From an optimization exercise on the open Yosys and OpenROAD flow, aimed at small area, a short achievable clock period and few clock cycles per item; shortcuts taken in it are not production practice.
The RTL was checked by simulation tests, not by an equivalence proof against the original design.
Power is estimated from default activity; no workload was simulated.

build 68:
==> flow/design.v <==
`default_nettype none
package tlvsp_pkg;
	localparam logic [2:0] PH_TAG1  = 3'd0;
	localparam logic [2:0] PH_TAG2  = 3'd1;
	localparam logic [2:0] PH_LEN1  = 3'd2;
	localparam logic [2:0] PH_LENX  = 3'd3;
	localparam logic [2:0] PH_VALUE = 3'd4;
	localparam logic [2:0] PH_ERR   = 3'd5;
	localparam logic [2:0] ST_OK      = 3'd0;
	localparam logic [2:0] ST_TRUNC   = 3'd1;
	localparam logic [2:0] ST_OVERRUN = 3'd2;
	localparam logic [2:0] ST_EMPTY   = 3'd3;
	localparam logic [2:0] ST_DEEP    = 3'd4;
	localparam logic [1:0] ROLE_TAG   = 2'd0;
	localparam logic [1:0] ROLE_LEN   = 2'd1;
	localparam logic [1:0] ROLE_VALUE = 2'd2;
	localparam logic [1:0] ROLE_IGN   = 2'd3;
	localparam logic [7:0]  LEN_ESC16   = 8'hFE;
	localparam logic [7:0]  LEN_ESC32   = 8'hFF;
	localparam logic [31:0] POS_SAT     = 32'hFFFF_FFFF;
	typedef struct packed {
		logic        push;
		logic        pop;
		logic        clear;
		logic [31:0] next_pos;
		logic [31:0] elem_end;
	} stk_ctl_t;
	typedef struct packed {
		logic top_eq;   
		logic end_gt;   
	} stk_stat_t;
	typedef struct packed {
		logic [1:0]  byte_role;
		logic        header_done;
		logic [15:0] tag;
		logic [31:0] value_length;
		logic        constructed;
		logic [3:0]  depth;
		logic [3:0]  levels_closed;
		logic [2:0]  status;
		logic        pdu_done;
	} result_t;
endpackage
`default_nettype wire
`default_nettype none
import tlvsp_pkg::*;
module tlv_stream_parser_top #(
	parameter int MAX_DEPTH = 8
) (
	input  wire         clk,
	input  wire         arst_n,
	input  wire         in_valid,
	output logic        in_stall,
	input  wire  [7:0]  data_byte,
	input  wire         pdu_last,
	output logic        out_valid,
	input  wire         out_stall,
	output logic [1:0]  byte_role,
	output logic        header_done,
	output logic [15:0] tag,
	output logic [31:0] value_length,
	output logic        constructed,
	output logic [3:0]  depth,
	output logic [3:0]  levels_closed,
	output logic [2:0]  status,
	output logic        pdu_done
);
	localparam int NE = MAX_DEPTH;   
	logic       v1_q, v2_q, sk_q, adv, load;
	logic [7:0] b, sk_b;
	logic       last, sk_last;
	assign adv      = v1_q && (!v2_q || !out_stall);
	assign load     = adv || !v1_q;
	assign in_stall = sk_q;
	always_ff @(posedge clk or negedge arst_n) begin
		if (!arst_n) begin
			v1_q <= 1'b0;
			v2_q <= 1'b0;
			sk_q <= 1'b0;
		end else begin
			if (load)                  v1_q <= sk_q || in_valid;
			if (load)                  sk_q <= 1'b0;
			else if (in_valid && !sk_q) sk_q <= 1'b1;
			if (adv)                   v2_q <= 1'b1;
			else if (!out_stall)       v2_q <= 1'b0;
		end
	end
	always_ff @(posedge clk) begin
		if (load) begin
			b    <= sk_q ? sk_b : data_byte;
			last <= sk_q ? sk_last : pdu_last;
		end
		if (!sk_q) begin
			sk_b    <= data_byte;
			sk_last <= pdu_last;
		end
	end
	logic        ph_tag1, ph_tag2, ph_len1, ph_lenx, ph_value, ph_err;
	logic [15:0] tag_q;
	logic [31:0] len_q;     
	logic [1:0]  cnt_q;     
	logic        vsat_q;
	logic [2:0]  err_q;     
	logic [3:0]  sp_q;      
	logic [31:0] room_q;
	logic        roomz_q;   
	logic        lenone_q;  
	logic [3:0]  tcnt_q;
	logic [3:0]  ne_q;
	logic [31:0] arr_d [NE];
	logic [2:0]  arr_c [NE];
	logic [1:0]  o_role;
	logic        o_hd;
	logic [3:0]  o_depth;
	logic [3:0]  o_lc;
	logic        o_last;
	logic        esc, complete, len0, cons, top_sat, top_eq;
	logic [31:0] lv, lv_m1, room_dec;
	logic        lv_one, room_le1;
	logic        hi_gt, hi_eq, gt_raw, ge_raw, gt;
	logic [2:0]  err_new, err_fin;
	logic        push, push_new, closing, pop, trunc;
	logic [3:0]  close_cnt;
	logic [31:0] arr_top_d;
	logic [2:0]  arr_top_c;
	assign esc      = (b[7:1] == 7'h7F);
	assign complete = (ph_len1 && !esc) || (ph_lenx && cnt_q == 2'd0);
	assign lv       = {len_q[23:0], b};
	assign len0     = (len_q[23:0] == 24'd0) && (b == 8'd0);
	assign cons     = tag_q[15] ? tag_q[14] : tag_q[6];
	assign top_sat  = (ne_q == 4'd1);
	assign top_eq   = roomz_q && (tcnt_q != 4'd0);
	assign hi_gt  = len_q[23:0] > room_q[31:8];
	assign hi_eq  = len_q[23:0] == room_q[31:8];
	assign gt_raw = hi_gt || (hi_eq && b > room_q[7:0]);
	assign ge_raw = hi_gt || (hi_eq && b >= room_q[7:0]);
	assign gt     = gt_raw && !top_sat;
	assign room_dec = roomz_q ? 32'd0 : room_q - 32'd1;
	assign lv_one   = (len_q[23:0] == 24'd0) && (b == 8'd1);
	assign room_le1 = roomz_q || (room_q == 32'd1);
	assign lv_m1    = (b != 8'd0) ? {len_q[23:0], b - 8'd1} : {len_q[23:0] - 24'd1, 8'hFF};
	always_comb begin
		err_new = ST_OK;
		if (complete) begin
			if (gt)                         err_new = ST_OVERRUN;
			else if (cons && len0)          err_new = ST_EMPTY;
			else if (cons && sp_q[3])       err_new = ST_DEEP;
		end else if (!ph_value && top_eq) begin
			err_new = ST_OVERRUN;
		end
	end
	assign push      = complete && !gt && cons && !len0 && !sp_q[3];
	assign push_new  = push && !ge_raw;
	assign closing   = (ph_value && (vsat_q ? roomz_q : lenone_q)) ||
	                   (complete && !gt && !cons && len0);
	assign pop       = closing && top_eq;
	assign close_cnt = top_eq ? tcnt_q : 4'd0;
	assign trunc     = last && !(closing && sp_q == close_cnt);
	assign err_fin   = (err_new != ST_OK) ? err_new : (trunc ? ST_TRUNC : ST_OK);
	always_comb begin
		arr_top_d = arr_d[0];
		arr_top_c = arr_c[0];
		for (int i = 1; i < NE; i++) begin
			if (ne_q == 4'(i + 2)) begin
				arr_top_d = arr_d[i];
				arr_top_c = arr_c[i];
			end
		end
	end
	always_ff @(posedge clk or negedge arst_n) begin
		if (!arst_n) begin
			ph_tag1  <= 1'b1;
			ph_tag2  <= 1'b0;
			ph_len1  <= 1'b0;
			ph_lenx  <= 1'b0;
			ph_value <= 1'b0;
			ph_err   <= 1'b0;
			sp_q     <= 4'd0;
			room_q   <= 32'hFFFF_FFFE;
			roomz_q  <= 1'b0;
			tcnt_q   <= 4'd0;
			ne_q     <= 4'd1;
		end else if (adv) begin
			if (last) begin
				ph_tag1  <= 1'b1;
				ph_tag2  <= 1'b0;
				ph_len1  <= 1'b0;
				ph_lenx  <= 1'b0;
				ph_value <= 1'b0;
				ph_err   <= 1'b0;
				sp_q     <= 4'd0;
				room_q   <= 32'hFFFF_FFFE;
				roomz_q  <= 1'b0;
				tcnt_q   <= 4'd0;
				ne_q     <= 4'd1;
			end else if (ph_err) begin
				room_q  <= room_dec;
				roomz_q <= room_le1;
			end else begin
				if (err_new != ST_OK) begin
					ph_tag1  <= 1'b0;
					ph_tag2  <= 1'b0;
					ph_len1  <= 1'b0;
					ph_lenx  <= 1'b0;
					ph_value <= 1'b0;
					ph_err   <= 1'b1;
				end else begin
					ph_tag1  <= push || closing;
					ph_tag2  <= ph_tag1 && b[7];
					ph_len1  <= (ph_tag1 && !b[7]) || ph_tag2;
					ph_lenx  <= (ph_len1 && esc) || (ph_lenx && !complete);
					ph_value <= (complete && !push && !closing) || (ph_value && !closing);
				end
				if (push) begin
					sp_q <= sp_q + 4'd1;
				end else if (closing) begin
					sp_q <= sp_q - close_cnt;
				end
				if (push_new) begin
					room_q  <= lv_m1;
					roomz_q <= lv_one;
					tcnt_q  <= 4'd1;
					ne_q   <= ne_q + 4'd1;
				end else if (pop && !top_sat) begin
					room_q  <= arr_top_d;
					roomz_q <= (arr_top_d == 32'd0);
					tcnt_q  <= {1'b0, arr_top_c};
					ne_q   <= ne_q - 4'd1;
				end else begin
					room_q  <= room_dec;
					roomz_q <= room_le1;
					if (push)     tcnt_q <= tcnt_q + 4'd1;
					else if (pop) tcnt_q <= 4'd0;
				end
			end
		end
	end
	always_ff @(posedge clk) begin
		if (adv) begin
			if (ph_tag1) begin
				tag_q <= b[7] ? {b, 8'd0} : {8'd0, b};
			end else if (ph_tag2) begin
				tag_q[7:0] <= b;
			end
			if (ph_value)
				len_q <= len_q - 32'd1;
			else if (ph_tag1 || ph_tag2 || (ph_len1 && esc))
				len_q <= 32'd0;
			else
				len_q <= lv;
			if (!ph_value) vsat_q <= gt_raw;
			lenone_q <= ph_value ? (len_q == 32'd2) : (!(ph_tag1 || ph_tag2 || (ph_len1 && esc)) && lv_one);
			cnt_q  <= ph_len1 ? (b[0] ? 2'd3 : 2'd1) : cnt_q - 2'd1;
			err_q  <= ph_err ? err_q : err_fin;
			o_role  <= ph_err ? ROLE_IGN : (ph_tag1 || ph_tag2) ? ROLE_TAG :
			           (ph_len1 || ph_lenx) ? ROLE_LEN : ROLE_VALUE;
			o_hd    <= !ph_err && complete;
			o_depth <= ph_err ? 4'd0 : sp_q;
			o_lc    <= (!ph_err && closing && err_fin == ST_OK) ? close_cnt + 4'd1 : 4'd0;
			o_last  <= last;
		end
		for (int i = 0; i < NE; i++) begin
			if (ne_q == 4'(i + 1)) begin
				arr_d[i] <= room_q + ~lv;
				arr_c[i] <= tcnt_q[2:0];
			end
		end
	end
	assign out_valid     = v2_q;
	assign byte_role     = o_role;
	assign header_done   = o_hd;
	assign tag           = o_hd ? tag_q : 16'd0;
	assign value_length  = o_hd ? len_q : 32'd0;
	assign constructed   = o_hd && cons;
	assign depth         = o_depth;
	assign levels_closed = o_lc;
	assign status        = err_q;
	assign pdu_done      = o_last;
endmodule
`default_nettype wire
Settings: LEC_CHECK=0, CAP_MARGIN=20, CORE_MARGIN=2, CORE_UTILIZATION=40, GPL_TIMING_DRIVEN=0, SETUP_SLACK_MARGIN=5, SLEW_MARGIN=20; clock period 8.5 ns.
standard.sh (not shown) runs the stock make flow with config.mk's settings and CLKGATE_MAP_FILE= SYNTH_SCRIPT=/design/flow/synth_recipe.tcl, a recipe that flattens the netlist after the stock synthesis.
==> flow/flow/run.sh <==
#!/bin/bash
# The standard layout (standard synthesis, floorplan, placement, CTS, routing), with two
# changes:
#  - the port buffers that global placement adds are buf_2 cells rather than the clock-delay
#    buffers buffer_ports picks on its own (every port still gets its buffer);
#  - clock tree synthesis clusters up to 24 flip-flops within 60 um per leaf buffer and adds no
#    dummy loads.
# The make output goes to standard.log in this folder; ORFS keeps each step's log under orfs/logs.
set -euo pipefail
export BUFFER_PORTS_ARGS="-buffer_cell sky130_fd_sc_hd__buf_2"
export CTS_ARGS="-sink_clustering_enable -repair_clock_nets -dont_use_dummy_load -sink_clustering_size 24 -sink_clustering_max_diameter 60"
bash standard.sh > standard.log 2>&1
Testbench counts of build 68, summed over its fixed seeds: cycles 34,023, items 34,007.
Changes in build 13 relative to build 68:
# build 68
export LEC_CHECK = 0
export CAP_MARGIN = 20
export CORE_MARGIN = 2
export CORE_UTILIZATION = 40
export GPL_TIMING_DRIVEN = 0
export SETUP_SLACK_MARGIN = 5
export SLEW_MARGIN = 20
create_clock -name core_clock -period 8.5 [get_ports {clk}]
# build 13
export LEC_CHECK = 0
export CAP_MARGIN = 20
export CORE_MARGIN = 2
export CORE_UTILIZATION = 40
export SETUP_SLACK_MARGIN = 5
export SLEW_MARGIN = 20
create_clock -name core_clock -period 8.5 [get_ports {clk}]
### Flow results
Having completed the whole flow, build 13 delivered a layout that passed the timing, design-rule and antenna checks.
In the tables for build 13 and build 68, number of nets in the layout reads lower with build 13.
On setup slack: build 13 sits above build 68.
First-iteration DRC count | build 13 above build 68
Area share of buffers outside the clock network, build 13 and build 68: larger value in build 68
Sequential share of layout area, build 13 and build 68: smaller value in build 68
Across both runs, met1 layer wirelength in the final routing was lower for build 13 than for build 68.
Of build 13 and build 68, the run reporting the higher total wire length was build 68.
Compared build 68 against build 13; area of the multi-input gates within noise.
Count of sequential standard cells came out exactly the same in build 13 and build 68.
Sequential share of power, build 13 and build 68: smaller value in build 68
[inputs] build 26 vs build 13
# build 13
export LEC_CHECK = 0
export CAP_MARGIN = 20
export CORE_MARGIN = 2
export CORE_UTILIZATION = 40
export SETUP_SLACK_MARGIN = 5
export SLEW_MARGIN = 20
create_clock -name core_clock -period 8.5 [get_ports {clk}]
# build 26
export LEC_CHECK = 0
export CAP_MARGIN = 20
export CORE_MARGIN = 2
export CORE_UTILIZATION = 40
export SLEW_MARGIN = 20
create_clock -name core_clock -period 8.5 [get_ports {clk}]
==> flow/flow/run.sh <==
#!/bin/bash
# The standard layout (standard synthesis, floorplan, placement, CTS, routing), with three
# changes:
#  - the port buffers that global placement adds are buf_2 cells rather than the clock-delay
#    buffers buffer_ports picks on its own (every port still gets its buffer);
#  - clock tree synthesis clusters up to 24 flip-flops within 60 um per leaf buffer and adds no
#    dummy loads;
set -euo pipefail
# repair timing aims for 5.3 ns of setup slack at the 8.5 ns clock (the clock itself is unchanged)
export SETUP_SLACK_MARGIN=5.3
export BUFFER_PORTS_ARGS="-buffer_cell sky130_fd_sc_hd__buf_2"
export CTS_ARGS="-sink_clustering_enable -repair_clock_nets -dont_use_dummy_load -sink_clustering_size 24 -sink_clustering_max_diameter 60"
bash standard.sh > standard.log 2>&1
[summary]
- Build 26 finished all stages; the layout is clean.
- Build 26 ended up with a higher wire length of the first global-routing pass than build 13 did.
- Build 26 ends up with a count of buffers not belonging to the clock network in the layout that is 65% higher than in build 13.
- Compared with build 13, build 26 shows a higher final worst slack.
- Build 26 vs. build 13: clock tree buffer count of the final layout now sits higher; portion of the layout cell area used by non-clock buffers higher; clock period minus worst slack shrank by 0.19 ns; utilization higher; global-route met3 utilization rose 0.29 points.
- Build 26 — design area 2600 sq um higher, build 13 as reference
- Side by side, power dissipated by switching net loads turned out higher in build 26 than in build 13.
- Cell count ended up about 4.5% higher on build 26 than on build 13.

-- what the ideal ports hide --
Ports are ideal in the flow. The routed layouts listed here were re-timed in OpenROAD. Step 1 (the two cells are an assumption about what drives the block):
set clk [get_ports {clk}]
set_driving_cell -lib_cell sky130_fd_sc_hd__clkbuf_16 $clk
set_driving_cell -lib_cell sky130_fd_sc_hd__buf_2 [delete_from_list [all_inputs] $clk]
Step 2 also shifts input and output timing later by t, the mid clock arrival at the registers, as if the neighbouring blocks saw the same clock. Three values: ideal ports, drivers, drivers and shift; two values: the first two.
run	shift t [ns]	slack for setup (ns)	worst setup path at the end	pins driven straight from the clock port
build 68	0.619	4.913 / 4.913 / 4.430	input to register	1
build 13	0.617	4.985 / 4.985 / 4.627	input to register	1
build 26	0.614	5.174 / 5.125 / 4.851	input to register	1
After both steps setup and hold are still met in every run listed. The setup slack of build 68, which loses most, moves by 0.000 ns with the drivers and by -0.483 ns with both steps.
